Background: an optimization exercise with open tools, aiming at small area and a short achievable clock period. Do not read the settings as production practice.
Function was checked by simulation only, so behaviour that the tests miss may differ from the original.
Power and IR drop assume default switching activity.

==> flow/design.v <==
package ws2812b_pkg;
    localparam int COLOR_W = 8;
    localparam int PIXEL_W = 24;
    localparam int CYCLES_SHORT = 4;
    localparam int CYCLES_LONG  = 7;
    localparam int CYCLES_RET   = 500;
    typedef struct packed {
        logic [COLOR_W-1:0] r;
        logic [COLOR_W-1:0] g;
        logic [COLOR_W-1:0] b;
    } rgb_t;
endpackage
import ws2812b_pkg::*;
module ws2812b_aoi222 (
    input  logic a1, b1, a2, b2, a3, b3,
    output logic y
);
    assign y = !((a1 && b1) || (a2 && b2) || (a3 && b3));
endmodule
module ws2812b_nand4 (
    input  logic a, b, c, d,
    output logic y
);
    assign y = !(a && b && c && d);
endmodule
module ws2812b_nor3 (
    input  logic a, b, c,
    output logic y
);
    assign y = !(a || b || c);
endmodule
module ws2812b_nor2 (
    input  logic a, b,
    output logic y
);
    assign y = !(a || b);
endmodule
module ws2812b_dec_lo (
    input  logic [2:0] i_addr,
    output logic [7:0] o_n
);
    always_comb begin
        for (int k = 0; k < 8; k++) o_n[k] = !(i_addr == 3'(k));
    end
endmodule
module ws2812b_dec_hi (
    input  logic       i_en,
    input  logic       i_bank,
    input  logic       i_sel,
    input  logic [2:0] i_addr,
    output logic [4:0] o_n
);
    always_comb begin
        for (int k = 0; k < 5; k++) o_n[k] = !(i_en && (i_sel == i_bank) && (i_addr == 3'(k)));
    end
endmodule
module ws2812b_mux2i (
    input  logic a0, a1, s,
    output logic y
);
    assign y = !(s ? a1 : a0);
endmodule
module ws2812b_rd_bank_bit (
    input  logic [35:0] i_sel,
    input  logic [35:0] i_data,
    output logic [2:0]  o_or
);
    logic [11:0] w_t_n;
    genvar g;
    generate
        for (g = 0; g < 12; g++) begin : g_aoi
            ws2812b_aoi222 u_aoi (
                .a1 (i_sel[3*g]),     .b1 (i_data[3*g]),
                .a2 (i_sel[3*g + 1]), .b2 (i_data[3*g + 1]),
                .a3 (i_sel[3*g + 2]), .b3 (i_data[3*g + 2]),
                .y  (w_t_n[g])
            );
        end
        for (g = 0; g < 3; g++) begin : g_nand
            ws2812b_nand4 u_nand4 (
                .a (w_t_n[4*g]), .b (w_t_n[4*g + 1]), .c (w_t_n[4*g + 2]), .d (w_t_n[4*g + 3]),
                .y (o_or[g])
            );
        end
    endgenerate
endmodule
module ws2812b_pixel_ram
#(
    parameter int LEDCOUNT = 36,
    parameter int ADDR_W   = 6
) (
    input  logic                clk,
    input  logic                i_wr_en,
    input  logic                i_wr_bank,
    input  logic [ADDR_W-1:0]   i_wr_addr,
    input  logic [PIXEL_W-1:0]  i_wr_data,
    input  logic                i_rd_bank,
    input  logic [LEDCOUNT-1:0] i_rd_sel,     
    output logic [PIXEL_W-1:0]  o_rd_data     
);
    logic [LEDCOUNT-1:0][PIXEL_W-1:0] r_bank0;
    logic [LEDCOUNT-1:0][PIXEL_W-1:0] r_bank1;
    logic                             r_wr_en;
    logic                             r_wr_bank;
    logic [ADDR_W-1:0]                r_wr_addr;
    logic [PIXEL_W-1:0]               r_wr_data;
    logic [LEDCOUNT-1:0]              w_we0;
    logic [LEDCOUNT-1:0]              w_we1;
    logic [7:0]                       w_lo_n;
    logic [4:0]                       w_hi0_n;
    logic [4:0]                       w_hi1_n;
    always_ff @(posedge clk) begin
        r_wr_en   <= i_wr_en;
        r_wr_bank <= i_wr_bank;
        r_wr_addr <= i_wr_addr;
        r_wr_data <= i_wr_data;
    end
    ws2812b_dec_lo u_dec_lo (
        .i_addr (r_wr_addr[2:0]),
        .o_n    (w_lo_n)
    );
    ws2812b_dec_hi u_dec_hi0 (
        .i_en   (r_wr_en),
        .i_bank (1'b0),
        .i_sel  (r_wr_bank),
        .i_addr (r_wr_addr[5:3]),
        .o_n    (w_hi0_n)
    );
    ws2812b_dec_hi u_dec_hi1 (
        .i_en   (r_wr_en),
        .i_bank (1'b1),
        .i_sel  (r_wr_bank),
        .i_addr (r_wr_addr[5:3]),
        .o_n    (w_hi1_n)
    );
    assign w_we0[0] = i_wr_en && !i_wr_bank && (i_wr_addr == '0);
    assign w_we1[0] = i_wr_en &&  i_wr_bank && (i_wr_addr == '0);
    genvar w;
    generate
        for (w = 1; w < LEDCOUNT; w++) begin : g_we
            ws2812b_nor2 u_we0 (.a (w_hi0_n[w / 8]), .b (w_lo_n[w % 8]), .y (w_we0[w]));
            ws2812b_nor2 u_we1 (.a (w_hi1_n[w / 8]), .b (w_lo_n[w % 8]), .y (w_we1[w]));
        end
    endgenerate
    always_ff @(posedge clk) begin
        if (w_we0[0]) r_bank0[0] <= i_wr_data;
        if (w_we1[0]) r_bank1[0] <= i_wr_data;
        for (int i = 1; i < LEDCOUNT; i++) begin
            if (w_we0[i]) r_bank0[i] <= r_wr_data;
            if (w_we1[i]) r_bank1[i] <= r_wr_data;
        end
    end
    logic [PIXEL_W-1:0][5:0] r_part;
    logic [PIXEL_W-1:0][5:0] w_part;
    always_ff @(posedge clk) begin
        r_part <= w_part;
    end
    genvar b, i;
    generate
        for (b = 0; b < PIXEL_W; b++) begin : g_bit
            logic [LEDCOUNT-1:0] w_col0;
            logic [LEDCOUNT-1:0] w_col1;
            logic                w_rd0_n;
            logic                w_rd1_n;
            for (i = 0; i < LEDCOUNT; i++) begin : g_col
                assign w_col0[i] = r_bank0[i][b];
                assign w_col1[i] = r_bank1[i][b];
            end
            ws2812b_rd_bank_bit u_rd0 (.i_sel (i_rd_sel), .i_data (w_col0), .o_or (w_part[b][2:0]));
            ws2812b_rd_bank_bit u_rd1 (.i_sel (i_rd_sel), .i_data (w_col1), .o_or (w_part[b][5:3]));
            ws2812b_nor3 u_nor0 (.a (r_part[b][0]), .b (r_part[b][1]), .c (r_part[b][2]), .y (w_rd0_n));
            ws2812b_nor3 u_nor1 (.a (r_part[b][3]), .b (r_part[b][4]), .c (r_part[b][5]), .y (w_rd1_n));
            ws2812b_mux2i u_mux (.a0 (w_rd0_n), .a1 (w_rd1_n), .s (i_rd_bank), .y (o_rd_data[b]));
        end
    endgenerate
endmodule
import ws2812b_pkg::*;
module ws2812b_frame_feeder
#(
    parameter int LEDCOUNT = 36,
    parameter int ADDR_W   = 6,
    parameter int FPS_DIV  = 90000
) (
    input  logic               clk,
    input  logic               resetn,
    input  logic               wr_en,
    input  logic [ADDR_W-1:0]  wr_addr,
    input  logic [PIXEL_W-1:0] wr_data,
    input  logic               commit,
    output logic               bitstream_available,
    output logic [PIXEL_W-1:0] bitstream,
    input  logic               bitstream_read,
    output logic               frame_busy,
    output logic               frame_done,
    output logic               commit_pending,
    output logic               frame_overrun
);
    localparam logic [16:0] TICK_SEED = 17'h1ffff;
    localparam logic [16:0] TICK_PRE  = 17'h1b6e1;
    logic [16:0] r_lfsr;
    logic        r_tick;
    logic        r_busy;
    logic        r_load;
    logic        r_avail;
    logic        r_front;
    logic        r_pending;
    logic        r_done;
    logic        r_overrun;
    logic [LEDCOUNT-1:0] r_sel;    
    logic [PIXEL_W-1:0] r_bitstream;
    logic        w_start;
    logic        w_swap;
    logic        w_fetch;
    logic        w_take;
    logic        w_last;
    logic [PIXEL_W-1:0] w_rd_data;
    assign w_start = !r_busy && r_tick;
    assign w_swap  = w_start && (r_pending || commit);
    assign w_fetch = r_busy && !r_load && !r_avail;
    assign w_take  = r_avail && bitstream_read;
    assign w_last  = w_take && r_sel[LEDCOUNT-1];
    always_ff @(posedge clk) begin
        if (!resetn || r_tick) begin
            r_lfsr <= TICK_SEED;
        end else begin
            r_lfsr <= {r_lfsr[15:0], r_lfsr[16] ^ r_lfsr[13]};
        end
    end
    always_ff @(posedge clk) begin
        if (!resetn) begin
            r_tick    <= 1'b0;
            r_busy    <= 1'b0;
            r_load    <= 1'b0;
            r_avail   <= 1'b0;
            r_front   <= 1'b0;
            r_pending <= 1'b0;
            r_done    <= 1'b0;
            r_overrun <= 1'b0;
        end else begin
            r_tick    <= (r_lfsr == TICK_PRE);
            r_load    <= w_fetch;
            r_done    <= w_last;
            r_overrun <= r_tick && r_busy;
            r_pending <= !w_swap && (r_pending || commit);
            if (w_swap) r_front <= !r_front;
            if (w_start)     r_busy <= 1'b1;
            else if (w_last) r_busy <= 1'b0;
            if (r_load)      r_avail <= 1'b1;
            else if (w_take) r_avail <= 1'b0;
        end
    end
    always_ff @(posedge clk) begin
        if (w_start) begin
            r_sel <= LEDCOUNT'(1);
        end else if (w_take) begin
            r_sel <= {r_sel[LEDCOUNT-2:0], r_sel[LEDCOUNT-1]};
        end
    end
    always_ff @(posedge clk) begin
        r_bitstream <= {w_rd_data[15:8], w_rd_data[23:16], w_rd_data[7:0]};
    end
    ws2812b_pixel_ram #(
        .LEDCOUNT (LEDCOUNT),
        .ADDR_W   (ADDR_W)
    ) u_pixel_ram (
        .clk       (clk),
        .i_wr_en   (wr_en),         
        .i_wr_bank (!r_front),
        .i_wr_addr (wr_addr),
        .i_wr_data (wr_data),
        .i_rd_bank (r_front),
        .i_rd_sel  (r_sel),
        .o_rd_data (w_rd_data)
    );
    assign bitstream_available = r_avail;
    assign bitstream           = r_bitstream;
    assign frame_busy          = r_busy;
    assign frame_done          = r_done;
    assign commit_pending      = r_pending;
    assign frame_overrun       = r_overrun;
endmodule
==> flow/flow/run.sh <==
#!/bin/bash
# The standard layout (standard.sh), with two of its steps given other options:
# ports are buffered with buf_4 cells, and clock tree synthesis adds no dummy loads.
set -euo pipefail
export BUFFER_PORTS_ARGS="-inputs -outputs -buffer_cell sky130_fd_sc_hd__buf_4"
export CTS_ARGS="-sink_clustering_enable -repair_clock_nets -dont_use_dummy_load -sink_clustering_size 28 -sink_clustering_max_diameter 100"
bash standard.sh > standard.log 2>&1
==> flow/standard.sh <==
#!/bin/bash
# synth_recipe.tcl (not shown) runs the flow's synth.tcl, then flattens the netlist and writes it again
# the make line also repeats each setting of config.mk as NAME=value (left out here)
make -C /OpenROAD-flow-scripts/flow DESIGN_CONFIG=/design/flow/config.mk WORK_HOME=/design/flow/orfs CLKGATE_MAP_FILE= SYNTH_SCRIPT=/design/flow/synth_recipe.tcl "${@:-finish}"
==> flow/config.mk <==
export PLATFORM = sky130hd
export DESIGN_NAME = ws2812b_frame_feeder
export DESIGN_NICKNAME = ws2812b_frame_feeder
export VERILOG_FILES = /design/flow/design.v
export SDC_FILE = /design/flow/constraint.sdc
export NUM_CORES = 4
export LEC_CHECK = 0
export CAP_MARGIN = 20
export CORE_MARGIN = 2
export CORE_UTILIZATION = 75
export CTS_CLUSTER_DIAMETER = 100
export CTS_CLUSTER_SIZE = 28
export SETUP_SLACK_MARGIN = 2.8
export SLEW_MARGIN = 20
export SYNTH_HIERARCHICAL = 1
==> flow/constraint.sdc <==
create_clock -name core_clock -period 5.0 [get_ports {clk}]
set_input_delay 1.0000 -clock core_clock [delete_from_list [all_inputs] [get_ports {clk}]]
set_output_delay 1.0000 -clock core_clock [all_outputs]
set_load 0.01 [all_outputs]
==> summary.txt, run 1 <==
- Number of buffers inserted during clock tree synthesis: 81
- The critical path is of the flip-flop to flip-flop type.
- The Yosys step of the flow raised 10 warnings.
* Status: no timing/DRC/antenna violations
- Final period util: 43.6%
* Detailed-route wire length: 170 mm
- Cells with a size suffix above 1 make up 14.7% of the layout.
- Tightest slew margin relative to the limit: roughly a quarter
- Post-DR wirelength/cell: 37.9 um
* Maximum resistive drop on vdd: 0.000359 V
* Number of antenna violations at the first check in global routing: 4
- H-tree depth: 3
* Power density of the placed cells: between 300 and 400 nW/um2
- In this run the cell area measured after placement is 68900 um2.
- Post-route ant nets: 0
- Netlist cell types: 33
- Required arrival time at the worst endpoint: between 5 and 6 ns
- Die Ht: 300 um
- Max-cap violations: 0
* Peak per-stage delay on the critical path: 0.74 ns
- Largest area contributor in the synthesized netlist: edfxtp_1
- From synthesis to final layout, the design area changed by 8.00%.
- The finished cells cover 71100 um2.
* Portion of synthesized cell area occupied by the leading cell type: between 70% and 80%
- Tightest Pin Transition: 1.12 ns
- Final Wtd Congestion: 0.864
* Setup violators final: 0
- Detailed placement finished with a half-perimeter wire length of 92.6 mm.
* Fin Clk Skew: 0.0639 ns
- The via count of the first global-routing pass is roughly 33000.
- Across all layers, the routed design uses 35838 vias.
- After the first detailed-routing iteration, the DRC count stood at 8552.
- Cells traversed along the worst timing path: or3_1 > nor2_2 > buf_4
- The number of hold violations in the final report came to 0.
- Sequential cells were found to cover 86.8% of the synthesized design area.
- After clock tree synthesis, the clock-pin slew on the worst setup and hold paths is 0.10 ns.
- Pins over their slew limit: 0
- Cts-stage hold buffer count: 0
- Timing would allow up to between 400 and 500 MHz.
- Port buffer count: 63
* Root buf cell: clkbuf_16
- Layout Cells excl Fill: 4483
- The clock period could shrink to 2.18 ns.
- Total Neg Setup Slack: 0 ns
- The later pin in the worst-skew pair is clocked with a latency of 0.68 ns.
* Remaining design rule violation count: 0
* Die Span X: 300 um
- The longest clock path from root to sink contains 3 buffers.
* FF+latch count, synth: 1989
* Data arrival time at the worst-slack endpoint: roughly 2.5 ns
- STA classifies the critical path endpoint as a flip-flop.
- Summed over all layers, the global routing overflow is 0.
- Pwr Total: 25.8 mW
* Largest net degree at the start of global routing: slightly above 70
* Setup repair after global routing missed its margin: no
- Ports placed on the boundary: 64
- Worst hold slack after final layout: 0.436 ns
* Die ar.: ~90000 um2
* Initial Util: roughly three quarters
- The number of nets handed over by synthesis was 3084.
* Cell with the largest stage delay on the worst path: or3_1
- Syn Inst Count: just over 3000
- Via-to-Cell Ratio: 7.99
- At the end of the flow, the number of nets in the layout was 3361.
- Path type of the worst min-delay path: primary input to flip-flop
- Fill cells in the final layout number 4046.
* Leak Pwr: around 22 nW
- Std cell rows: 108
* Number of cells in the design after placement: approximately 4400
- Num Clock Sinks: about 2000
* Leading cell types by total area after synthesis: edfxtp_1 (79%), a222oi_1 (8.8%), dfxtp_1 (7.9%)
* Maximum net fanout on the critical path: 24
- Initial DRT Pass Iterations: 10
- Cell area after synthesis: about 66000 um2
- Launching element type of the critical path: flip-flop
- Per-instance average area after synthesis: 21.6 um2
- The region available for standard cell placement spans 86900 um2.
* CTS tree: yes
- First-pass GRT wire length: 240 mm
- Overall fraction of global-route tracks in use: 37.9%
## final cells by class
cell class                      instances  area, um2  area share [%]
Multi-Input combinational cell       1042       8800            12.4
Antenna cell                            4       10.0          0.0141
Inverter                                3       11.3          0.0158
Sequential cell                      1989      57200            80.5
Clock buffer                           81       2030            2.85
Timing Repair Buffer                  209       1600            2.24
Tap cell                             1155       1450            2.03
## modules after synthesis (local to each module, per instance), excerpt
module                flip-flops and latches  area (um2)  copies in the design
ws2812b_nand4                              0        6.26                   144
ws2812b_dec_lo                             0        60.1                     1
ws2812b_aoi222                             0        10.0                   576
ws2812b_frame_feeder                      85        2550                     1
ws2812b_dec_hi                             0        61.3                     2
ws2812b_mux2i                              0        10.0                    24
ws2812b_nor3                               0        10.0                    48
ws2812b_nor2                               0        3.75                    70
## cells in the mapped netlist
cell type	count
edfxtp_1	1728
nand3b_1	4
and4_1	1
dfxtp_1	261
nor3_1	2
and4b_1	1
nand2b_4	1
nand2_1	73
or3_1	18
clkbuf_1	2
xnor2_2	2
conb_1	2
xnor2_1	1
o21ai_0	1
nand2_2	1
nand4b_1	6
mux2i_1	24
and3_2	1
a222oi_1	576
nor3_2	48
nand3_1	4
nor2b_1	2
nor2_1	78
buf_2	5
and2_1	1
inv_1	3
a21oi_1	39
or3b_1	3
nor2b_4	1
nor4_2	1
nor4_1	2
buf_6	8
nand4_1	149
## layout by cell type (no fill, tap or decap), drive strengths merged, types with 2 or more instances in the layout
| cell type | instances |
|---|---|
| nor2b | 3 |
| nor2 | 78 |
| nand4 | 149 |
| xnor2 | 3 |
| buf | 209 |
| dfxtp | 261 |
| or3 | 18 |
| diode | 4 |
| clkbuf | 81 |
| or3b | 3 |
| a21oi | 39 |
| conb | 2 |
| a222oi | 576 |
| inv | 3 |
| nand2 | 74 |
| nor4 | 3 |
| mux2i | 24 |
| nand3b | 4 |
| edfxtp | 1728 |
| nand4b | 6 |
| nor3 | 50 |
| nand3 | 4 |
## where the power goes
part / leakage [nW] / internal, mW / switching [mW]
logic: 3.12 / 0.0444 / 0.308
registers: 17.7 / 18.0 / 0.0377
clock network: 0.998 / 2.92 / 4.47
## metrics by stage
stage / setup WS [ns] / util (%)
finish: 2.82 / 81.8
global route: 2.78 / 81.8
CTS: 2.79 / 81.8
detailed placement: 1.85 / 79.3
global placement: 1.91 / 79.3
floorplan: 2.65 / -
## kinds of logic (layout without fill, tap and decap cells)
| family | Yosys count | count (layout) | share of synthesized area [%] |
|---|---|---|---|
| multiplexers | 24 | 24 | 0.365 |
| other | 2 | 6 | 0.0114 |
| AND/OR/NAND/NOR | 397 | 397 | 3.55 |
| AO/OA/AOI/OAI | 616 | 616 | 9.06 |
| buffers and inverters | 18 | 293 | 0.203 |
| XOR/XNOR | 3 | 3 | 0.0627 |
| flip-flops | 1989 | 1989 | 86.8 |
## what timing repair did
item                                    in CTS  in global routing
pin swaps                                    8                  2
gates resized for setup                     23                  6
endpoints found under the setup margin    1316                521
buffers inserted                            12                  3
## worst paths after layout
kind | from | to | slack, ns | depth (start not counted)
worst min register to register | r_load$_SDFF_PN0_ | r_load$_SDFF_PN0_ | 0.44 | 1
worst max register to register | u_pixel_ram.r_wr_addr[1]$_DFF_P_ | u_pixel_ram.r_bank1[786]$_DFFE_PP_ | 2.82 | 3
worst max-delay path | u_pixel_ram.r_wr_addr[1]$_DFF_P_ | u_pixel_ram.r_bank1[786]$_DFFE_PP_ | 2.82 | 3
worst min-delay path | wr_data[8] | u_pixel_ram.r_wr_data[8]$_DFF_P_ | 0.44 | 1
## per-layer routing
| layer | wire [um] | track usage, % | vias up | part of all wire [%] |
|---|---|---|---|---|
| met3 | 24900 | 8.29 | 337 | 15 |
| met4 | 7370 | 13.9 | 6 | 4.3 |
| met5 | 49 | 0 | - | 0.029 |
| met1 | 56500 | 54.3 | 18152 | 33 |
| li1 | - | - | 14235 | - |
| met2 | 81100 | 59.3 | 3108 | 48 |
## critical path: cells and delay by family, from the launching register on
kind	cells	cell delay [ns]
buffers and inverters	1	0.39
DFF	1	0.42
and+or+nand+nor	2	0.96
## flip-flops by register name, summed over array words and instances (netlist names)
name                   count
r_bitstream               24
u_pixel_ram.r_wr_addr      6
r_lfsr                    17
r_tick                     1
u_pixel_ram.r_bank0      864
r_avail                    1
r_overrun                  1
u_pixel_ram.r_wr_data     24
r_sel                     36
r_busy                     1
u_pixel_ram.r_wr_bank      1
r_pending                  1
r_load                     1
r_front                    1
r_done                     1
u_pixel_ram.r_wr_en        1
u_pixel_ram.r_part       144
u_pixel_ram.r_bank1      864
==> run 2: changes to the inputs <==
--- a/flow/design.v
+++ b/flow/design.v
@@ -102,5 +102,2 @@
     logic [LEDCOUNT-1:0][PIXEL_W-1:0] r_bank1;
-    logic                             r_wr_en;
-    logic                             r_wr_bank;
-    logic [ADDR_W-1:0]                r_wr_addr;
     logic [PIXEL_W-1:0]               r_wr_data;
@@ -111,28 +108,31 @@
     logic [4:0]                       w_hi1_n;
-    always_ff @(posedge clk) begin
-        r_wr_en   <= i_wr_en;
-        r_wr_bank <= i_wr_bank;
-        r_wr_addr <= i_wr_addr;
+    logic [7:0]                       r_lo_n;
+    logic [4:0]                       r_hi0_n;
+    logic [4:0]                       r_hi1_n;
+    ws2812b_dec_lo u_dec_lo (
+        .i_addr (i_wr_addr[2:0]),
+        .o_n    (w_lo_n)
+    );
+    ws2812b_dec_hi u_dec_hi0 (
+        .i_en   (i_wr_en),
+        .i_bank (1'b0),
+        .i_sel  (i_wr_bank),
+        .i_addr (i_wr_addr[5:3]),
+        .o_n    (w_hi0_n)
+    );
+    ws2812b_dec_hi u_dec_hi1 (
+        .i_en   (i_wr_en),
+        .i_bank (1'b1),
+        .i_sel  (i_wr_bank),
+        .i_addr (i_wr_addr[5:3]),
+        .o_n    (w_hi1_n)
+    );
+    always_ff @(posedge clk) begin
+        r_lo_n    <= w_lo_n;
+        r_hi0_n   <= w_hi0_n;
+        r_hi1_n   <= w_hi1_n;
         r_wr_data <= i_wr_data;
     end
-    ws2812b_dec_lo u_dec_lo (
-        .i_addr (r_wr_addr[2:0]),
-        .o_n    (w_lo_n)
-    );
-    ws2812b_dec_hi u_dec_hi0 (
-        .i_en   (r_wr_en),
-        .i_bank (1'b0),
-        .i_sel  (r_wr_bank),
-        .i_addr (r_wr_addr[5:3]),
-        .o_n    (w_hi0_n)
-    );
-    ws2812b_dec_hi u_dec_hi1 (
-        .i_en   (r_wr_en),
-        .i_bank (1'b1),
-        .i_sel  (r_wr_bank),
-        .i_addr (r_wr_addr[5:3]),
-        .o_n    (w_hi1_n)
-    );
-    assign w_we0[0] = i_wr_en && !i_wr_bank && (i_wr_addr == '0);
-    assign w_we1[0] = i_wr_en &&  i_wr_bank && (i_wr_addr == '0);
+    ws2812b_nor2 u_we0_0 (.a (w_hi0_n[0]), .b (w_lo_n[0]), .y (w_we0[0]));
+    ws2812b_nor2 u_we1_0 (.a (w_hi1_n[0]), .b (w_lo_n[0]), .y (w_we1[0]));
     genvar w;
@@ -140,4 +140,4 @@
         for (w = 1; w < LEDCOUNT; w++) begin : g_we
-            ws2812b_nor2 u_we0 (.a (w_hi0_n[w / 8]), .b (w_lo_n[w % 8]), .y (w_we0[w]));
-            ws2812b_nor2 u_we1 (.a (w_hi1_n[w / 8]), .b (w_lo_n[w % 8]), .y (w_we1[w]));
+            ws2812b_nor2 u_we0 (.a (r_hi0_n[w / 8]), .b (r_lo_n[w % 8]), .y (w_we0[w]));
+            ws2812b_nor2 u_we1 (.a (r_hi1_n[w / 8]), .b (r_lo_n[w % 8]), .y (w_we1[w]));
         end
--- a/flow/config.mk
+++ b/flow/config.mk
@@ -12,3 +12,3 @@
 export CTS_CLUSTER_SIZE = 28
-export SETUP_SLACK_MARGIN = 2.8
+export SETUP_SLACK_MARGIN = 3.0
 export SLEW_MARGIN = 20
==> run 2 against run 1 <==
  * Still clean
  * Register-to-register slack improved by 0.12 ns
  * Routed wire length up 4.0%
  * Count of clock-buffer cells in the layout unchanged
  * Sequential cell count increased by 10
  * Die area increased by 0.26%
  * Sequential power barely moved
  * Clock power is essentially flat
  * Critical endpoint is now bitstream[23]
==> summary.txt, run 2 <==
* Max-cap violations: 0 (unchanged)
- The placed wire-length estimate was 96.4 mm (was 92.6 mm).
* Detailed-route via count: 35954 (was 35838)
* Critical register-to-register path startpoint: r_sel[3]$_SDFFE_PP0P_ (was u_pixel_ram.r_wr_addr[1]$_DFF_P_)
* Data arrival time at the worst-slack endpoint: 1.19 ns (was 2.49 ns)
* Post-route ant nets: 0 (unchanged)
- Area inside the core boundary: 87000 um2 (was 86900 um2)
- Maximum resistive drop on vdd: 0.000433 V (was 0.000359 V)
- The net count of the mapped netlist came to 3092 (was 3084).
- Drt first-iter violations: 8797 (was 8552)
- Net count reported at finish: 3366 (was 3361)
* Routing usage on met1: 54.7% (was 54.3%)
* Registers with the highest flip-flop counts: u_pixel_ram.r_bank0 x864, u_pixel_ram.r_bank1 x864, u_pixel_ram.r_part x144 (unchanged)
- Die Ht: 301 um (was 300 um)
- Hold Path Cell Cnt: 1 (unchanged)
* Peak per-stage delay on the critical path: 0.40 ns (was 0.74 ns)
- Most common cell in the netlist: edfxtp_1 (unchanged)
* Worst setup EP type: output port (was flip-flop)
- The final clock skew was 0.0430 ns (was 0.0639 ns).
* Setup violators final: 0 (unchanged)
* Syn. warnings: 10 (unchanged)
* FF+latch count, synth: 1999 (was 1989)
- Total stage count of the critical path: 1 (was 3)
- Per-instance average area after synthesis: 21.6 um2 (about the same)
- Overall overflow remaining after global route: 0 (unchanged)
* Launching element type of the critical path: flip-flop (unchanged)
- Worst path bufs/invs: 1 (unchanged)
* Number of global-route vias before repair: 34280 (was 33466)
- Worst Hold End: r_load$_SDFF_PN0_ (was u_pixel_ram.r_wr_data[8]$_DFF_P_)
* Tightest Pin Transition: 0.983 ns (was 1.12 ns)
- Status: no timing/DRC/antenna violations (unchanged).
- The fraction of layout instances using a drive strength above 1 is 15.2% (was 14.7%).
- Cells traversed along the worst timing path: buf_6 (was or3_1 > nor2_2 > buf_4).
* Ys async rst share: 0% (unchanged)
- The worst min-delay path category is flip-flop to flip-flop (was primary input to flip-flop).
* Post-DR wirelength/cell: 39.3 um (was 37.9 um)
* Number of fill cells in the layout: 4080 (was 4046)
- The number of hold violations in the final report came to 0 (unchanged).
- Required arrival time at the worst endpoint: 4.00 ns (was 5.31 ns)
* Largest net degree at the start of global routing: 71 (unchanged)
- The post-placement worst setup slack is 2.13 ns (was 1.85 ns).
* Terminus of the critical flop-to-flop path: u_pixel_ram.r_part[21]$_DFF_P_ (was u_pixel_ram.r_bank1[786]$_DFFE_PP_)
- Area growth from synthesis to layout: 8.18% (was 8.00%)
- Clock Pin Slew Worst Setup and Hold Paths: 0.10 ns (about the same)
- The worst-case headroom to the max-slew limit came to 34.3% (was 25.6%).
* First-pass GRT wire length: 246 mm (was 240 mm)
* Register cell area after layout: 57400 um2 (was 57200 um2)
- The maximum frequency from static timing analysis is 456 MHz (was 459 MHz).
- The fraction of post-synthesis cell area in the top cell type by area was 78.6% (was 78.8%).
- Clock latency at the later pin of the worst-skew pair: 0.68 ns (about the same)
* Initial DRT Pass Iterations: 10 (unchanged)
- Initial Util: 75.9% (was 75.8%)
- Netlist cell types: 30 (was 33)
- Min Clock Period, post-route: 2.19 ns (was 2.18 ns)
* Deepest clock path buffer count: 3 (unchanged)
- The minimum setup slack in the final design is 2.81 ns (was 2.82 ns).
- The number of slew-limit violations in the final report was 0 (unchanged).
* Util after Layout: 82.1% (was 81.8%)
* Grt peak-use layer: met2 (unchanged)
- The post-synthesis cell count came to 3057 (was 3049).
- The overall global routing resource usage was 39.4% (was 37.9%).
* Largest area contributor in the synthesized netlist: edfxtp_1 (unchanged)
- The number of sinks handled by clock tree synthesis came to 1999 (was 1989).
- Top post-synthesis cells by count: edfxtp_1 (1728), a222oi_1 (576), dfxtp_1 (271), nand4_1 (149), nor2_1 (79) (was edfxtp_1 (1728), a222oi_1 (576), dfxtp_1 (261), nand4_1 (149), nor2_1 (78))
- Largest delay share family, worst path: flip-flops (was simple AND/OR/NAND/NOR gates)
* H-tree depth: 3 (unchanged)
- Met3 track demand over resource in global routing: 9.33% (was 8.29%)
* Multi-input gate area: 8790 um2 (was 8800 um2)
- Minimum setup slack among reg-to-reg paths: 2.94 ns (was 2.82 ns)
- Pwr Total: 25.9 mW (was 25.8 mW)
- Cell with the largest stage delay on the worst path: dfxtp_4 (was or3_1)
* Launch point of the worst hold path: r_load$_SDFF_PN0_ (was wr_data[8])
- The remaining design rule violation count is 0 (unchanged).
- Final Wtd Congestion: 0.855 (was 0.864)
* Root buf cell: clkbuf_16 (unchanged)
- The met2 track demand over resource came to 61.8% (was 59.3%).
- Die ar.: 90400 um2 (was 90200 um2)
* Most instantiated flip-flop cell in the synthesis netlist: edfxtp_1 (unchanged)
- The number of synthesized flops with an enable pin was 1728 (unchanged).
- Detailed-route wire length: 177 mm (was 170 mm)
- CTS tree: yes (unchanged)
- Std cell rows: 108 (unchanged)
* Setup repair after global routing missed its margin: yes (was no)
- Type of the worst setup path: flip-flop to output port (was flip-flop to flip-flop)
- Ports placed on the boundary: 64 (unchanged)
- Most common cell after layout, fill and taps aside: edfxtp_1 (unchanged)
- The maximum fanout along the worst path is 1 (was 24).
- Power density of the placed cells: 363 nW/um2 (about the same)
- The x dimension of the die is 301 um (was 300 um).
* Number of buffers inserted during clock tree synthesis: 81 (unchanged)
- Via-to-Cell Ratio: 8.01 (was 7.99)
- R2r worst-path depth: 3 (unchanged)
- The static leakage came to 21.9 nW (was 21.8 nW).
- Final period util: 43.8% (was 43.6%)
- Number of antenna violations at the first check in global routing: 6 (was 4)
* Leading cell types by total area after synthesis: edfxtp_1 (79%), a222oi_1 (8.7%), dfxtp_1 (8.2%) (was edfxtp_1 (79%), a222oi_1 (8.8%), dfxtp_1 (7.9%))
- Total Neg Setup Slack: 0 ns (unchanged)
- The quantity of I/O buffers inserted on ports was 63 (unchanged).
* Cell area after synthesis: 66000 um2 (was 65800 um2)
- Sequential fraction of the synthesis area: 86.8% (about the same)
- Most frequent cells in the layout: edfxtp_1 (1728), a222oi_1 (576), dfxtp_1 (181) (was edfxtp_1 (1728), a222oi_1 (576), buf_4 (202))
## run 2: layout make-up
class	instances	share of cell area, %
clock buffer	81	2.84
inverter	3	0.0158
antenna	7	0.0245
tap	1155	2.02
sequential	1999	80.4
multi-input combinational	1042	12.3
timing repair buffer	204	2.35
## run 2: logic make-up after synthesis
group / count (synthesis) / share of synthesized area, %
flops: 1999 / 86.8
compound gates: 616 / 9.04
simple gates: 395 / 3.50
mux: 24 / 0.364
buf+inv: 18 / 0.203
xor+xnor: 3 / 0.0626
other cells: 2 / 0.0114
## run 2: timing repair
item,4_1_cts,5_1_grt
hold buffers,0,0
pin swaps,4,1
endpoints found under the setup margin,77,58
gates cloned,2,0
resized for setup,63,4
buffers inserted,9,0
## run 2: how the worst max path moves through the flow
stage	start	to	slack [ns]
after floorplan	wr_addr[1]	u_pixel_ram.r_bank0[0]$_DFFE_PP_	2.81
after global placement	wr_addr[1]	u_pixel_ram.r_bank1[15]$_DFFE_PP_	2.19
after detailed placement	wr_addr[5]	u_pixel_ram.r_bank1[15]$_DFFE_PP_	2.13
after CTS	r_bitstream[23]$_DFF_P_	bitstream[23]	2.79
after global routing	r_bitstream[23]$_DFF_P_	bitstream[23]	2.78
final	r_bitstream[23]$_DFF_P_	bitstream[23]	2.81
## run 2: per-module statistics from Yosys (local to each module, per instance), a selection
module	cells inside	area, um2	copies in the design	flops+latches
ws2812b_nor3	1	10.0	48	0
ws2812b_dec_lo	8	60.1	1	0
ws2812b_dec_hi	8	61.3	2	0
ws2812b_nand4	1	6.26	144	0
ws2812b_mux2i	1	10.0	24	0
ws2812b_frame_feeder	253	2550	1	85
ws2812b_aoi222	1	10.0	576	0
ws2812b_nor2	1	3.75	72	0
## run 2: through the flow
step	area, um2	hold WS (ns)	instances
floorplan	66000	0.396	3057
global placement	69100	0.407	4392
detailed placement	69100	0.417	4392
CTS	71400	0.431	4484
global route	71400	0.427	4484
finish	71400	0.430	4491
## run 2: routing by layer
layer  vias up  share of wire, %
met1     17960                32
met2      3321                47
met5         -             0.018
met3       414                16
li1      14255                 -
met4         4               5.0
## run 2: where the power goes
part / internal [mW] / switching, mW / leakage (nW)
logic: 0.0413 / 0.283 / 3.12
clock network: 2.92 / 4.51 / 0.998
registers: 18.1 / 0.0483 / 17.8
==> run 3: changes to the inputs <==
==> flow/flow/run.sh (replaced) <==
#!/bin/bash
# The standard layout (standard.sh), with two of its steps given other options:
# ports are buffered with buf_4 cells, and clock tree synthesis adds no dummy loads.
set -euo pipefail
export BUFFER_PORTS_ARGS="-inputs -outputs -buffer_cell sky130_fd_sc_hd__buf_4"
export CTS_ARGS="-sink_clustering_enable -repair_clock_nets -dont_use_dummy_load -sink_clustering_size 24 -sink_clustering_max_diameter 100"
bash standard.sh > standard.log 2>&1
--- a/flow/config.mk
+++ b/flow/config.mk
@@ -11,3 +11,3 @@
 export CTS_CLUSTER_DIAMETER = 100
-export CTS_CLUSTER_SIZE = 28
+export CTS_CLUSTER_SIZE = 24
 export SETUP_SLACK_MARGIN = 3.0
==> run 3 against run 2 <==
  * Clock power grew 6.5%
  * Synthesized area unchanged
  * Synthesized cell count did not move
  * Critical path type unchanged
  * Still clean on timing, DRC and antenna
  * Total power up 1.8%
  * Count of clock-buffer cells in the layout increased by 12
  * Non-clock buffer count stayed put
  * Setup slack better by 0.013 ns
  * Sequential power about the same
==> summary.txt, run 3 <==
* Tightest Pin Transition: 0.988 ns (was 0.983 ns)
- Layout Cells excl Fill: 4499 (was 4491)
- Registers with the highest flip-flop counts: u_pixel_ram.r_bank0 x864, u_pixel_ram.r_bank1 x864, u_pixel_ram.r_part x144 (unchanged)
- Portion of synthesized cell area occupied by the leading cell type: 78.6% (unchanged)
- Net count reported at finish: 3378 (was 3366)
- The cell at the root of the clock tree is clkbuf_16 (unchanged).
- Min Clock Period, post-route: 2.18 ns (was 2.19 ns)
* Setup violators final: 0 (unchanged)
- Most common cell in the netlist: edfxtp_1 (unchanged)
- Maximum resistive drop on vdd: 0.000372 V (was 0.000433 V)
- Largest area contributor in the synthesized netlist: edfxtp_1 (unchanged)
- The maximum clock insertion buffer count was 3 (unchanged).
* Pwr Total: 26.4 mW (was 25.9 mW)
- Final Wtd Congestion: 0.855 (unchanged)
- The number of slew-limit violations in the final report is 0 (unchanged).
- Area growth from synthesis to layout: 8.62% (was 8.18%)
- Std cell rows: 108 (unchanged)
- The yosys synthesis warning count was 10 (unchanged).
* Number of cells in the design after placement: 4392 (unchanged)
- The number of buffers and inverters on the critical path came to 1 (unchanged).
- The cell family contributing the most delay on the critical path is flip-flops (unchanged).
- The maximum fanout along the worst path came to 1 (unchanged).
- The fraction of registers with async set or reset after synthesis is 0% (unchanged).
* Cells traversed along the worst timing path: buf_6 (unchanged)
- The critical-path cell with the highest stage delay is dfxtp_4 (unchanged).
* Setup repair after global routing missed its margin: yes (unchanged)
- The post-detailed-route count of antenna-violating nets came to 0 (unchanged).
- Proportion of layout cells with a drive suffix above 1: 15.5% (was 15.2%)
- The count of cell types in the netlist was 30 (unchanged).
- The number of synthesized flops with an enable pin is 1728 (unchanged).
* First-pass GRT wire length: 248 mm (was 246 mm)
* Power density of the placed cells: 368 nW/um2 (was 363 nW/um2)
* Required arrival time at the worst endpoint: 4.00 ns (about the same)
- The net count of the mapped netlist was 3092 (unchanged).
- The total negative setup slack is 0 ns (unchanged).
- Cell area after synthesis: 66000 um2 (unchanged)
- Tightest slew margin relative to the limit: 34.0% (was 34.3%)
* Number of antenna violations at the first check in global routing: 2 (was 6)
- Worst setup EP type: output port (unchanged)
* Leak Pwr: 22.0 nW (was 21.9 nW)
- The clock-pin slew of the registers on the worst-case setup and hold paths was 0.09 ns (was 0.10 ns).
* Fin Clk Skew: 0.0515 ns (was 0.0430 ns)
- Number of buffers inserted during clock tree synthesis: 93 (was 81)
- The synthesized area divided by synthesized cell count was 21.6 um2 (unchanged).
- Detailed-route wire length: 178 mm (was 177 mm)
- Num Clock Sinks: 1999 (unchanged)
* Syn Inst Count: 3057 (unchanged)
- The worst-skew pair later-pin latency was 0.70 ns (was 0.68 ns).
* Most frequent cells in the layout: edfxtp_1 (1728), a222oi_1 (576), dfxtp_1 (181) (unchanged)
- Initial Util: 75.9% (unchanged)
- The quantity of I/O buffers inserted on ports was 63 (unchanged).
- Remaining design rule violation count: 0 (unchanged)
- Post-DP HPWL: 96.4 mm (unchanged)
- Number of fill cells in the layout: 4027 (was 4080)
- The largest net degree at the start of global routing is 71 (unchanged).
- The critical path arrival came to 1.18 ns (was 1.19 ns).
* Peak per-stage delay on the critical path: 0.39 ns (was 0.40 ns)
- Detailed-route via count: 36354 (was 35954)
- The most used flip-flop cell after synthesis is edfxtp_1 (unchanged).
- The worst min-delay path category is primary input to flip-flop (was flip-flop to flip-flop).
- The maximum frequency from static timing analysis is 459 MHz (was 456 MHz).
- Final hold violation count: 0 (unchanged)
- Leading cell types by total area after synthesis: edfxtp_1 (79%), a222oi_1 (8.7%), dfxtp_1 (8.2%) (unchanged).
- The critical path start-end classification is flip-flop to output port (unchanged).
- Most common cell after layout, fill and taps aside: edfxtp_1 (unchanged)
* Max-cap violations: 0 (unchanged)
- The die footprint came to 90400 um2 (unchanged).
* Top post-synthesis cells by count: edfxtp_1 (1728), a222oi_1 (576), dfxtp_1 (271), nand4_1 (149), nor2_1 (79) (unchanged)
* Ports placed on the boundary: 64 (unchanged)
- The via count of the first global-routing pass is 34659 (was 34280).
- H-tree depth: 3 (unchanged)
- The clock tree from TritonCTS is yes (unchanged).
* Overall overflow remaining after global route: 0 (unchanged)
* Via-to-Cell Ratio: 8.08 (was 8.01)
- Cts-stage hold buffer count: 0 (unchanged)
- The overall global routing resource usage is 39.7% (was 39.4%).
- The placeable core region was 87000 um2 (unchanged).
* Final period util: 43.6% (was 43.8%)
- The routed length per instance came to 39.6 um (was 39.3 um).
- Launching element type of the critical path: flip-flop (unchanged)
* Status: no timing/DRC/antenna violations (unchanged)
- Register cell area after layout: 57400 um2 (unchanged)
- Initial DRT Pass Iterations: 10 (unchanged)
* FF+latch count, synth: 1999 (unchanged)
- Die Ht: 301 um (unchanged)
- The sequential area share after synthesis was 86.8% (unchanged).
- Die Span X: 301 um (unchanged)
- Drt first-iter violations: 8438 (was 8797)
- The area occupied by multi-input gates is 8790 um2 (unchanged).
run 3: cell counts after synthesis:
No cell type changed its count.
run 3: Yosys stat by module (local to each module, per instance), a selection:
module	cells inside	times used	area [um2]	flip-flops and latches
ws2812b_nor3	1	48	10.0	0
ws2812b_frame_feeder	253	1	2550	85
ws2812b_mux2i	1	24	10.0	0
ws2812b_nand4	1	144	6.26	0
ws2812b_aoi222	1	576	10.0	0
ws2812b_nor2	1	72	3.75	0
ws2812b_dec_hi	8	2	61.3	0
ws2812b_dec_lo	8	1	60.1	0
run 3: layer usage:
layer,track usage (%),up-vias,wire (um)
met4,18.8,2,9910
met5,0,-,10
met1,54.4,18188,57200
met3,9.02,453,27000
li1,-,14272,-
met2,62.2,3439,84100
run 3: cell type report:
cell class	instances	area share, %
Clock buffer	93	3.25
Multi-Input combinational cell	1042	12.3
Inverter	3	0.0157
Timing Repair Buffer	204	2.34
Sequential cell	1999	80.1
Tap cell	1155	2.02
Antenna cell	3	0.0105
run 3: path summary, 6_finish.rpt:
path | from | to | slack [ns] | cells after the start
hold reg to reg | r_load$_SDFF_PN0_ | r_load$_SDFF_PN0_ | 0.43 | 1
setup / recovery | r_bitstream[23]$_DFF_P_ | bitstream[23] | 2.82 | 1
setup reg to reg | r_sel[11]$_SDFFE_PP0P_ | u_pixel_ram.r_part[48]$_DFF_P_ | 2.94 | 3
hold / removal | wr_data[2] | u_pixel_ram.r_wr_data[2]$_DFF_P_ | 0.43 | 1
run 3: report_power, final:
group | switching, mW | internal (mW)
clock network | 4.58 | 3.32
logic | 0.285 | 0.0413
registers | 0.0485 | 18.1
total | 4.92 | 21.5
run 3: cell families after synthesis:
group / after synthesis / synth area share [%]
other: 2 / 0.0114
AOI/OAI and AO/OA: 616 / 9.04
muxes: 24 / 0.364
DFF: 1999 / 86.8
xor gates and xnor gates: 3 / 0.0626
buffers and inverters: 18 / 0.203
and+or+nand+nor: 395 / 3.50
run 3: per-stage QoR:
stage                     setup WS, ns  area, um2  util, %  hold WS (ns)
after floorplan                   2.81      66000        -         0.396
after global placement            2.19      69100     79.4         0.407
after detailed placement          2.13      69100     79.4         0.417
after CTS                         2.80      71700     82.4         0.409
after global routing              2.81      71700     82.4         0.416
final                             2.82      71700     82.4         0.429
run 3: timing repair:
| item | in CTS | in global routing |
|---|---|---|
| resized for setup | 62 | 5 |
| setup buffers | 9 | 0 |
| pin swaps | 4 | 1 |
| endpoints found under the setup margin | 77 | 62 |
| gates cloned | 2 | 0 |
==> run 4: changes to the inputs <==
--- a/flow/config.mk
+++ b/flow/config.mk
@@ -9,3 +9,3 @@
 export CORE_MARGIN = 2
-export CORE_UTILIZATION = 75
+export CORE_UTILIZATION = 82
 export CTS_CLUSTER_DIAMETER = 100
==> run 4 against run 3 <==
  * Still clean
  * Maximum frequency down 1.1%
  * Non-clock buffer count grew 5
  * Register-to-register slack improved by 0.06 ns
  * Via count is 5.7% higher
  * Synthesized area is the same
  * Clock power rose by 2.9%
  * Core utilization up 7.0 points
  * Critical endpoint is now bitstream[21]
  * Largest cell class unchanged
==> summary.txt, run 4 <==
- Status: no timing/DRC/antenna violations (unchanged).
* Portion of total power attributed to the clock network: 30.5% (was 29.9%)
- Setup repair after global routing missed its margin: yes (unchanged).
- Cell area after synthesis: 66000 um2 (unchanged)
* Largest delay share family, worst path: flip-flops (unchanged)
- Largest net degree at the start of global routing: 71 (unchanged)
- Tightest Pin Transition: 1.05 ns (was 0.988 ns)
* Most common cell after layout, fill and taps aside: edfxtp_1 (unchanged)
- Clock latency at the later pin of the worst-skew pair: 0.71 ns (was 0.70 ns)
- The switching power share of the total came to 19.3% (was 18.6%).
* Register cell area after layout: 57400 um2 (about the same)
* Final period util: 44.1% (was 43.6%)
- Tightest slew margin relative to the limit: 29.7% (was 34.0%)
- Cell Int Power: 21.5 mW (about the same)
- First-pass GRT wire length: 263 mm (was 248 mm)
- The number of synthesized flops with an enable pin is 1728 (unchanged).
* Largest area contributor in the synthesized netlist: edfxtp_1 (unchanged)
* Cells traversed along the worst timing path: buf_6 (unchanged)
- The TritonCTS buffer count was 93 (unchanged).
- The site row count came to 104 (was 108).
- Root buf cell: clkbuf_16 (unchanged)
* Deepest clock path buffer count: 3 (unchanged)
- Final hold violation count: 0 (unchanged)
* Required arrival time at the worst endpoint: 4.00 ns (about the same)
- The fraction of post-synthesis cell area in the top cell type by area was 78.6% (unchanged).
- The worst-case hold path end point is u_pixel_ram.r_wr_data[0]$_DFF_P_ (was u_pixel_ram.r_wr_data[2]$_DFF_P_).
- The synthesized area divided by synthesized cell count came to 21.6 um2 (unchanged).
- The maximum fanout along the worst path came to 1 (unchanged).
- The end of the worst register-to-register path is u_pixel_ram.r_part[137]$_DFF_P_ (was u_pixel_ram.r_part[48]$_DFF_P_).
- The via count of the first global-routing pass is 36492 (was 34659).
* Share of total power in sequential cells: 68.2% (was 68.8%)
* Port buffer count: 63 (unchanged)
- The post-synthesis cell count was 3057 (unchanged).
- The placeable core region was 80200 um2 (was 87000 um2).
- The count of cell types in the netlist was 30 (unchanged).
* Leak Pwr: 22.1 nW (was 22.0 nW)
- Number of fill cells in the layout: 2787 (was 4027)
* Cts-stage hold buffer count: 0 (unchanged)
- The net count of the mapped netlist was 3092 (unchanged).
- Top post-synthesis cells by count: edfxtp_1 (1728), a222oi_1 (576), dfxtp_1 (271), nand4_1 (149), nor2_1 (79) (unchanged)
- The yosys synthesis warning count was 10 (unchanged).
* Fin worst setup slack: 2.80 ns (was 2.82 ns)
* Worst hold slack after final layout: 0.421 ns (was 0.429 ns)
* Peak per-stage delay on the critical path: 0.38 ns (was 0.39 ns)
- The startpoint of the most critical hold path was wr_data[0] (was wr_data[2]).
* Registers with the highest flip-flop counts: u_pixel_ram.r_bank0 x864, u_pixel_ram.r_bank1 x864, u_pixel_ram.r_part x144 (unchanged)
* Data arrival time at the worst-slack endpoint: 1.20 ns (was 1.18 ns)
- The number of non-filler instances in the completed layout was 4408 (was 4499).
- Final Wtd Congestion: 0.836 (was 0.855)
- Pre-CTS WS: 2.00 ns (was 2.13 ns)
- Drt first-iter violations: 10539 (was 8438)
- Util after Layout: 89.4% (was 82.4%)
- The number of setup violations in the final report was 0 (unchanged).
- Overall fraction of global-route tracks in use: 45.9% (was 39.7%)
- Net count reported at finish: 3384 (was 3378)
- Total Neg Setup Slack: 0 ns (unchanged)
- Detailed-route wire length: 188 mm (was 178 mm)
- The kind of end point of the critical path is an output port (unchanged).
- The most frequently used cell type in the post-synthesis netlist was edfxtp_1 (unchanged).
- The count of state elements after synthesis came to 1999 (unchanged).
- The area occupied by multi-input gates is 8830 um2 (was 8790 um2).
* Final standard cell area without fillers: 71700 um2 (about the same)
* Launching element type of the critical path: flip-flop (unchanged)
* Initial DRT Pass Iterations: 11 (was 10)
- Path type of the worst min-delay path: primary input to flip-flop (unchanged)
* Die Span X: 288 um (was 301 um)
* Post-detailed-placement cell area: 69000 um2 (was 69100 um2)
* Proportion of layout cells with a drive suffix above 1: 15.7% (was 15.5%)
- The via density per instance came to 8.71 (was 8.08).
- Num Clock Sinks: 1999 (unchanged)
* Sequential fraction of the synthesis area: 86.8% (unchanged)
- The total number of vias is 38410 (was 36354).
- The maximum resistive drop on vdd was 0.000587 V (was 0.000372 V).
* Type of the worst setup path: flip-flop to output port (unchanged)
* Worst path bufs/invs: 1 (unchanged)
- The net switching power figure is 5.15 mW (was 4.92 mW).
- The register-to-register setup slack was 3.00 ns (was 2.94 ns).
- The final clock skew came to 0.0572 ns (was 0.0515 ns).
* Area growth from synthesis to layout: 8.60% (was 8.62%)
- The number of antenna violations at the first check in global routing is 8 (was 2).
- The post-layout total power is 26.6 mW (was 26.4 mW).
- CTS tree: yes (unchanged)
- The reported max-cap violation count is 0 (unchanged).
- The most used flip-flop cell after synthesis is edfxtp_1 (unchanged).
* Ports placed on the boundary: 64 (unchanged)
* R2r worst-path depth: 3 (unchanged)
- The routed length per instance was 42.6 um (was 39.6 um).
* Overall overflow remaining after global route: 0 (unchanged)
- The number of levels in the clock H-tree came to 3 (unchanged).
- Most frequent cells in the layout: edfxtp_1 (1728), a222oi_1 (576), dfxtp_1 (181) (unchanged)
* Initial Util: 82.4% (was 75.9%)
- Remaining design rule violation count: 0 (unchanged)
* Min Clock Period, post-route: 2.20 ns (was 2.18 ns)
- The cell count after placement is 4297 (was 4392).
- The fraction of registers with async set or reset after synthesis came to 0% (unchanged).
- Post-DP HPWL: 93.2 mm (was 96.4 mm)
- Power density of the placed cells: 372 nW/um2 (was 368 nW/um2)
* Leading cell types by total area after synthesis: edfxtp_1 (79%), a222oi_1 (8.7%), dfxtp_1 (8.2%) (unchanged)
- The y dimension of the die is 288 um (was 301 um).
- Critical register-to-register path startpoint: r_sel[32]$_SDFFE_PP0P_ (was r_sel[11]$_SDFFE_PP0P_)
- The number of stages on the worst hold path is 1 (unchanged).
- Die ar.: 82800 um2 (was 90400 um2)
- The critical-path cell with the highest stage delay was dfxtp_4 (unchanged).
- The share of total power in combinational logic came to 1.3% (was 1.2%).
- Pins over their slew limit: 0 (unchanged)
* Achievable clock frequency: 454 MHz (was 459 MHz)
- The post-detailed-route count of antenna-violating nets was 0 (unchanged).
* Clock Pin Slew Worst Setup and Hold Paths: 0.11 ns (was 0.09 ns)
## run 4: cell count changes in the layout (fill, tap and decap cells not counted), sizes merged
cell	before	now
buf	204	209
diode	3	1
nor2b	3	4
## run 4: what timing repair did
item,4_1_cts,5_1_grt
gates resized for setup,63,7
gates cloned,3,0
pin swaps,4,0
buffers inserted,9,5
endpoints found under the setup margin,88,79
hold endpoints to repair,0,0
## run 4: cell families after synthesis
group | after synthesis | share of synthesized area [%]
mux | 24 | 0.364
xor+xnor | 3 | 0.0626
simple gates | 395 | 3.50
compound gates | 616 | 9.04
buf+inv | 18 | 0.203
other cells | 2 | 0.0114
flops | 1999 | 86.8
## run 4: power groups by stage
| stage | sequential (mW) | clock [mW] | combinational [mW] |
|---|---|---|---|
| after CTS | 18.2 | 7.97 | 0.318 |
| final | 18.2 | 8.14 | 0.335 |
| after global routing | 18.2 | 8.50 | 0.347 |
| after floorplan | 18.6 | 0 | 0.0254 |
| after global placement | 18.5 | 0 | 0.277 |
| after detailed placement | 18.6 | 0 | 0.308 |
## run 4: worst max path at each step
stage / start / end / slack (ns) / cells past startpoint
CTS: r_bitstream[21]$_DFF_P_ / bitstream[21] / 2.78 / 1
global route: r_bitstream[21]$_DFF_P_ / bitstream[21] / 2.79 / 1
global placement: wr_addr[5] / u_pixel_ram.r_bank0[13]$_DFFE_PP_ / 2.03 / 4
finish: r_bitstream[21]$_DFF_P_ / bitstream[21] / 2.80 / 1
floorplan: wr_addr[1] / u_pixel_ram.r_bank0[0]$_DFFE_PP_ / 2.81 / 2
detailed placement: wr_addr[5] / u_pixel_ram.r_bank0[12]$_DFFE_PP_ / 2.00 / 4
## run 4: final cells by class
class,instances,share of cell area (%)
Timing Repair Buffer,209,2.44
Inverter,3,0.0157
Sequential cell,1999,80.1
Clock buffer,93,3.25
Antenna cell,1,0.00349
Multi-Input combinational cell,1043,12.3
Tap cell,1060,1.85
## run 4: routing by layer
| metal | track usage (%) | part of all wire (%) | up-vias |
|---|---|---|---|
| met4 | 23.3 | 7.0 | 14 |
| met5 | 0 | 0.063 | - |
| met1 | 61.7 | 29 | 18551 |
| li1 | - | - | 14286 |
| met3 | 11.2 | 17 | 777 |
| met2 | 72.3 | 47 | 4782 |
## run 4: per-module statistics from Yosys (local to each module, per instance), excerpt
module	cells inside	cell area, um2	copies in the design	flops+latches
ws2812b_mux2i	1	10.0	24	0
ws2812b_frame_feeder	253	2550	1	85
ws2812b_nand4	1	6.26	144	0
ws2812b_nor3	1	10.0	48	0
ws2812b_aoi222	1	10.0	576	0
ws2812b_dec_lo	8	60.1	1	0
ws2812b_nor2	1	3.75	72	0
ws2812b_dec_hi	8	61.3	2	0
==> run 5: changes to the inputs <==
==> flow/flow/run.sh (replaced) <==
#!/bin/bash
# The standard layout (standard.sh), with two of its steps given other options:
# ports are buffered with buf_4 cells, and clock tree synthesis adds no dummy loads.
set -euo pipefail
export BUFFER_PORTS_ARGS="-inputs -outputs -buffer_cell sky130_fd_sc_hd__buf_4"
export CTS_ARGS="-sink_clustering_enable -repair_clock_nets -dont_use_dummy_load -sink_clustering_size 26 -sink_clustering_max_diameter 100"
bash standard.sh > standard.log 2>&1
--- a/flow/config.mk
+++ b/flow/config.mk
@@ -9,6 +9,6 @@
 export CORE_MARGIN = 2
-export CORE_UTILIZATION = 82
+export CORE_UTILIZATION = 75
 export CTS_CLUSTER_DIAMETER = 100
-export CTS_CLUSTER_SIZE = 24
-export SETUP_SLACK_MARGIN = 3.0
+export CTS_CLUSTER_SIZE = 26
+export SETUP_SLACK_MARGIN = 2.8
 export SLEW_MARGIN = 20
==> run 5 against run 4 <==
  * Still clean on timing, DRC and antenna
  * Routed wire length down 6.0%
  * Clock skew up 0.012 ns
  * Sequential share of layout area up 0.29 points
  * Non-clock buffer count down 2
  * Clock power down 6.8%
  * Largest power group unchanged
  * Highest routed layer unchanged
==> summary.txt, run 5 <==
* CTS tree: yes (unchanged)
- The fraction of layout instances using a drive strength above 1 came to 14.7% (was 15.7%).
- Ports placed on the boundary: 64 (unchanged)
* Via-to-Cell Ratio: 8.04 (was 8.71)
* EDFF count, synth: 1728 (unchanged)
- The number of hold violations in the final report was 0 (unchanged).
* Drt first-iter violations: 8567 (was 10539)
* Required arrival time at the worst endpoint: 4.00 ns (about the same)
- Setup repair after global routing missed its margin: no (was yes).
- Remaining design rule violation count: 0 (unchanged)
* Tightest slew margin relative to the limit: 32.3% (was 29.7%)
- The worst min-delay path category is flip-flop to flip-flop (was primary input to flip-flop).
- The maximum fanout along the worst path was 1 (unchanged).
* Most common cell in the netlist: edfxtp_1 (unchanged)
- The maximum frequency from static timing analysis is 463 MHz (was 454 MHz).
- The critical path arrival came to 1.16 ns (was 1.20 ns).
* Per-instance average area after synthesis: 21.6 um2 (unchanged)
* Fin Clk Skew: 0.0692 ns (was 0.0572 ns)
* Cells traversed along the worst timing path: buf_4 (was buf_6)
* Portion of synthesized cell area occupied by the leading cell type: 78.6% (unchanged)
- The overall global routing resource usage was 39.3% (was 45.9%).
- Root buf cell: clkbuf_16 (unchanged)
- The routed length per instance is 39.3 um (was 42.6 um).
- Initial Util: 75.9% (was 82.4%)
- Num Clock Sinks: 1999 (unchanged)
- Number of global-route vias before repair: 34378 (was 36492)
* Largest delay share family, worst path: flip-flops (unchanged)
* Final period util: 43.2% (was 44.1%)
* Largest area contributor in the synthesized netlist: edfxtp_1 (unchanged)
- The final instance area is 71400 um2 (was 71700 um2).
* Post-DP HPWL: 96.4 mm (was 93.2 mm)
- The final critical delay including setup and external delays came to 2.16 ns (was 2.20 ns).
- Initial DRT Pass Iterations: 7 (was 11)
* Post-route ant nets: 0 (unchanged)
* Most common cell after layout, fill and taps aside: edfxtp_1 (unchanged)
- Cell area after synthesis: 66000 um2 (unchanged)
- Most instantiated flip-flop cell in the synthesis netlist: edfxtp_1 (unchanged)
- The maximum resistive drop on vdd is 0.000420 V (was 0.000587 V).
- First-pass GRT wire length: 246 mm (was 263 mm)
* Largest net degree at the start of global routing: 71 (unchanged)
- Port buffer count: 63 (unchanged)
- The maximum clock insertion buffer count is 3 (unchanged).
- The number of buffers and inverters on the critical path came to 1 (unchanged).
- Power density of the placed cells: 365 nW/um2 (was 372 nW/um2)
* Syn Inst Count: 3057 (unchanged)
* Net count after synthesis: 3092 (unchanged)
* Number of antenna violations at the first check in global routing: 5 (was 8)
- H-tree depth: 3 (unchanged)
* Most frequent cells in the layout: edfxtp_1 (1728), a222oi_1 (576), dfxtp_1 (206) (was edfxtp_1 (1728), a222oi_1 (576), dfxtp_1 (181))
- Die Span X: 301 um (was 288 um)
- Peak per-stage delay on the critical path: 0.38 ns (about the same)
- Net count reported at finish: 3374 (was 3384)
* Area inside the core boundary: 87000 um2 (was 80200 um2)
* Number of buffers inserted during clock tree synthesis: 86 (was 93)
* Type of the worst setup path: flip-flop to output port (unchanged)
* Detailed-route wire length: 177 mm (was 188 mm)
* Clock Pin Slew Worst Setup and Hold Paths: 0.10 ns (was 0.11 ns)
- The weighted congestion at the end of routability-driven global placement is 0.855 (was 0.836).
- The die footprint was 90400 um2 (was 82800 um2).
* Leading cell types by total area after synthesis: edfxtp_1 (79%), a222oi_1 (8.7%), dfxtp_1 (8.2%) (unchanged)
- Top post-synthesis cells by count: edfxtp_1 (1728), a222oi_1 (576), dfxtp_1 (271), nand4_1 (149), nor2_1 (79) (unchanged).
* Overall overflow remaining after global route: 0 (unchanged)
- Fin worst setup slack: 2.84 ns (was 2.80 ns)
* Number of fill cells in the layout: 4066 (was 2787)
- Detailed-route via count: 36123 (was 38410)
- Clock latency at the later pin of the worst-skew pair: 0.70 ns (was 0.71 ns)
- The post-placement worst setup slack was 2.13 ns (was 2.00 ns).
* Tightest Pin Transition: 1.01 ns (was 1.05 ns)
* Die Ht: 301 um (was 288 um)
- Post-detailed-placement cell area: 69100 um2 (was 69000 um2)
- The reported max-cap violation count came to 0 (unchanged).
* FF+latch count, synth: 1999 (unchanged)
- The fraction of registers with async set or reset after synthesis is 0% (unchanged).
- The total negative setup slack is 0 ns (unchanged).
- The number of slew-limit violations in the final report is 0 (unchanged).
- Launching element type of the critical path: flip-flop (unchanged)
- The post-route worst hold slack is 0.430 ns (was 0.421 ns).
* Syn. warnings: 10 (unchanged)
* Area growth from synthesis to layout: 8.14% (was 8.60%)
- The static leakage came to 21.9 nW (was 22.1 nW).
- The site row count is 108 (was 104).
* Registers with the highest flip-flop counts: u_pixel_ram.r_bank0 x864, u_pixel_ram.r_bank1 x864, u_pixel_ram.r_part x144 (unchanged)
- The number of setup violations in the final report is 0 (unchanged).
* Sequential fraction of the synthesis area: 86.8% (unchanged)
- The kind of end point of the critical path is an output port (unchanged).
- Netlist cell types: 30 (unchanged)
- Cell with the largest stage delay on the worst path: dfxtp_4 (unchanged)
- Status: no timing/DRC/antenna violations (unchanged).
-- run 5: cell counts after synthesis --
No cell type changed its count.
-- run 5: cell families (layout without fill, tap and decap cells) --
kind of cell | Yosys count | after routing | synth area share (%)
DFF | 1999 | 1999 | 86.8
AOI/OAI and AO/OA | 616 | 616 | 9.04
and+or+nand+nor | 395 | 397 | 3.50
muxes | 24 | 24 | 0.364
buffers and inverters | 18 | 296 | 0.203
xor gates and xnor gates | 3 | 3 | 0.0626
other | 2 | 5 | 0.0114
-- run 5: what timing repair did --
action / 4_1_cts / 5_1_grt
pin swaps: 4 / 1
resized for setup: 8 / 2
hold buffers: 0 / 0
setup endpoints to repair: 52 / 27
cloned: 2 / 0
buffers inserted: 7 / 5
-- run 5: per-module statistics from Yosys, one instance, submodules excluded, excerpt --
| module | cells inside | flops+latches | copies in the design |
|---|---|---|---|
| ws2812b_nor2 | 1 | 0 | 72 |
| ws2812b_dec_hi | 8 | 0 | 2 |
| ws2812b_dec_lo | 8 | 0 | 1 |
| ws2812b_nand4 | 1 | 0 | 144 |
| ws2812b_aoi222 | 1 | 0 | 576 |
| ws2812b_nor3 | 1 | 0 | 48 |
| ws2812b_frame_feeder | 253 | 85 | 1 |
| ws2812b_mux2i | 1 | 0 | 24 |
-- run 5: power by group --
| group | total, mW | internal (mW) | leakage (nW) | switching [mW] |
|---|---|---|---|---|
| sequential | 18.2 | 18.1 | 17.8 | 0.0473 |
| clock | 7.59 | 3.09 | 1.06 | 4.50 |
| combinational | 0.324 | 0.0409 | 3.11 | 0.284 |
| total | 26.1 | 21.3 | 21.9 | 4.83 |
-- run 5: through the flow --
step / cells / util [%] / power, mW
global placement: 4392 / 79.4 / 18.8
finish: 4495 / 82.0 / 26.1
floorplan: 3057 / - / 18.7
detailed placement: 4392 / 79.4 / 18.9
CTS: 4487 / 82.0 / 26.1
global route: 4492 / 82.0 / 26.6
-- run 5: path summary, 6_finish.rpt --
| check | start | endpoint | slack (ns) | cells after the start |
|---|---|---|---|---|
| hold / removal | r_load$_SDFF_PN0_ | r_load$_SDFF_PN0_ | 0.43 | 1 |
| setup / recovery | r_bitstream[23]$_DFF_P_ | bitstream[23] | 2.84 | 1 |
| hold reg to reg | r_load$_SDFF_PN0_ | r_load$_SDFF_PN0_ | 0.43 | 1 |
| setup reg to reg | r_front$_SDFFE_PN0P_ | u_pixel_ram.r_hi0_n[3]$_DFF_P_ | 2.85 | 3 |
-- run 5: metal layers --
layer | wire [um] | up-vias | global-route usage (%)
li1 | - | 14269 | -
met1 | 57200 | 18021 | 54.7
met2 | 83000 | 3382 | 61.4
met3 | 26800 | 447 | 8.58
met4 | 9760 | 4 | 18.0
met5 | 28 | - | 0
-- run 5: final cells by class --
class,count,area (um2),share of cell area [%]
Sequential cell,1999,57400,80.4
Multi-Input combinational cell,1042,8790,12.3
Clock buffer,86,2150,3.01
Timing Repair Buffer,207,1580,2.21
Tap cell,1155,1450,2.02
Inverter,3,11.3,0.0158
Antenna cell,3,7.51,0.0105
==> run 6: changes to the inputs <==
--- a/flow/config.mk
+++ b/flow/config.mk
@@ -12,3 +12,3 @@
 export CTS_CLUSTER_SIZE = 26
-export SETUP_SLACK_MARGIN = 2.8
+export SETUP_SLACK_MARGIN = 2.9
 export SLEW_MARGIN = 20
==> run 6 against run 5 <==
  * Count of clock-buffer cells in the layout unchanged
  * Global-route usage about the same
  * Sequential power about the same
  * Largest cell class unchanged
  * Largest power group unchanged
  * Highest routed layer is now met4
==> summary.txt, run 6 <==
* Portion of synthesized cell area occupied by the leading cell type: 78.6% (unchanged)
- CTS tree: yes (unchanged)
- The worst-skew pair later-pin latency was 0.69 ns (was 0.70 ns).
* Area inside the core boundary: 87000 um2 (unchanged)
- The instance area after placement was 69100 um2 (unchanged).
- Post-DP HPWL: 96.4 mm (unchanged)
- Std cell rows: 108 (unchanged)
* Worst setup EP type: output port (unchanged)
- Worst path bufs/invs: 1 (unchanged)
* Number of cells in the design after placement: 4392 (unchanged)
- The total number of vias is 36216 (was 36123).
- Largest net degree at the start of global routing: 71 (unchanged)
- The number of sinks handled by clock tree synthesis was 1999 (unchanged).
- Largest family of logic cells by synthesized area: compound AO/OA/AOI/OAI gates (unchanged)
* Power density of the placed cells: 365 nW/um2 (about the same)
* Worst hold slack after final layout: 0.431 ns (was 0.430 ns)
- The TritonCTS buffer count was 86 (unchanged).
- Net count after synthesis: 3092 (unchanged)
* Leading cell types by total area after synthesis: edfxtp_1 (79%), a222oi_1 (8.7%), dfxtp_1 (8.2%) (unchanged)
- Final standard cell area without fillers: 71500 um2 (was 71400 um2)
- The post-layout total power was 26.1 mW (about the same).
* H-tree depth: 3 (unchanged)
- The most common library cell in the layout ignoring fill and taps is edfxtp_1 (unchanged).
- Leak Pwr: 21.9 nW (about the same)
- Most common cell in the netlist: edfxtp_1 (unchanged)
* Cells traversed along the worst timing path: buf_6 (was buf_4)
* Die Ht: 301 um (unchanged)
- The maximum frequency from static timing analysis is 468 MHz (was 463 MHz).
* Ports placed on the boundary: 64 (unchanged)
* Remaining design rule violation count: 0 (unchanged)
- Path type of the worst min-delay path: flip-flop to flip-flop (unchanged)
* First-pass GRT wire length: 246 mm (about the same)
* Maximum net fanout on the critical path: 1 (unchanged)
- EDFF count, synth: 1728 (unchanged)
- The number of slew-limit violations in the final report was 0 (unchanged).
- The number of antenna violations at the first check in global routing was 2 (was 5).
* Terminus of the critical flop-to-flop path: u_pixel_ram.r_hi0_n[3]$_DFF_P_ (unchanged)
- Area share of and/or/nand/nor cells after synthesis: 3.50% (unchanged)
- Status: no timing/DRC/antenna violations (unchanged)
- Max-cap violations: 0 (unchanged)
* Data arrival time at the worst-slack endpoint: 1.14 ns (was 1.16 ns)
- Initial Util: 75.9% (unchanged)
- Netlist cell types: 30 (unchanged)
- Required arrival time at the worst endpoint: 4.00 ns (about the same)
- Launching element type of the critical path: flip-flop (unchanged)
- The post-placement worst setup slack is 2.13 ns (unchanged).
* Deepest clock path buffer count: 3 (unchanged)
- Util after Layout: 82.2% (was 82.0%)
- Setup violators final: 0 (unchanged)
-- run 6: logic make-up (layout without fill, tap and decap cells) --
kind of cell           Yosys count  in the layout
flip-flops                    1999           1999
AO/OA/AOI/OAI                  616            616
AND/OR/NAND/NOR                395            397
multiplexers                    24             24
buffers and inverters           18            294
XOR/XNOR                         3              3
other                            2             12
-- run 6: Yosys stat by module (local to each module, per instance), excerpt --
| module | cells inside | flops+latches | area [um2] |
|---|---|---|---|
| ws2812b_dec_hi | 8 | 0 | 61.3 |
| ws2812b_nor2 | 1 | 0 | 3.75 |
| ws2812b_frame_feeder | 253 | 85 | 2550 |
| ws2812b_mux2i | 1 | 0 | 10.0 |
| ws2812b_aoi222 | 1 | 0 | 10.0 |
| ws2812b_dec_lo | 8 | 0 | 60.1 |
| ws2812b_nor3 | 1 | 0 | 10.0 |
| ws2812b_nand4 | 1 | 0 | 6.26 |
-- run 6: worst max path at each step --
stage,startpoint,to,slack [ns]
6_report,r_bitstream[23]$_DFF_P_,bitstream[23],2.86
5_1_grt,r_bitstream[23]$_DFF_P_,bitstream[23],2.83
4_1_cts,r_bitstream[23]$_DFF_P_,bitstream[23],2.84
3_5_place_dp,wr_addr[5],u_pixel_ram.r_bank1[15]$_DFFE_PP_,2.13
3_3_place_gp,wr_addr[1],u_pixel_ram.r_bank1[15]$_DFFE_PP_,2.19
2_1_floorplan,wr_addr[1],u_pixel_ram.r_bank0[0]$_DFFE_PP_,2.81
-- run 6: layout make-up --
cell class	count	area, um2
diodes	10	25.0
fillers	4031	15500
flip-flops and latches	1999	57400
repair buffers	205	1670
clock buffers	86	2150
well taps	1155	1450
multi-input cells	1042	8790
inverters	3	11.3
-- run 6: timing repair --
item                                    in CTS  in global routing
gates resized for setup                     57                  7
buffers inserted                            10                  0
cloned                                       2                  0
pin swaps                                    4                  0
endpoints found under the setup margin      73                 41
hold buffers                                 0                  0
-- run 6: worst register-to-register path, delay by kind of cell, from the launching register on --
family        cells  cell delay, ns
simple gates      1            0.68
buf+inv           1            0.18
xor+xnor          1            0.28
flops             1            0.51
-- run 6: power breakdown --
part | switching, mW | internal [mW]
clock network | 4.49 | 3.09
logic | 0.283 | 0.0413
registers | 0.0479 | 18.1
total | 4.82 | 21.2
-- run 6: per-layer routing --
layer | global-route usage, % | wire, um
met1 | 54.6 | 57400
met2 | 61.7 | 83400
met3 | 8.51 | 26400
met5 | 0 | 0
met4 | 18.1 | 9400

Setup slack of run 6, layout unchanged: 2.862 ns with ideal ports, 2.795 ns with driving cells assumed (clock clkbuf_16, inputs buf_2), 2.395 ns with port delays also shifted by the 0.728 ns mid clock arrival.
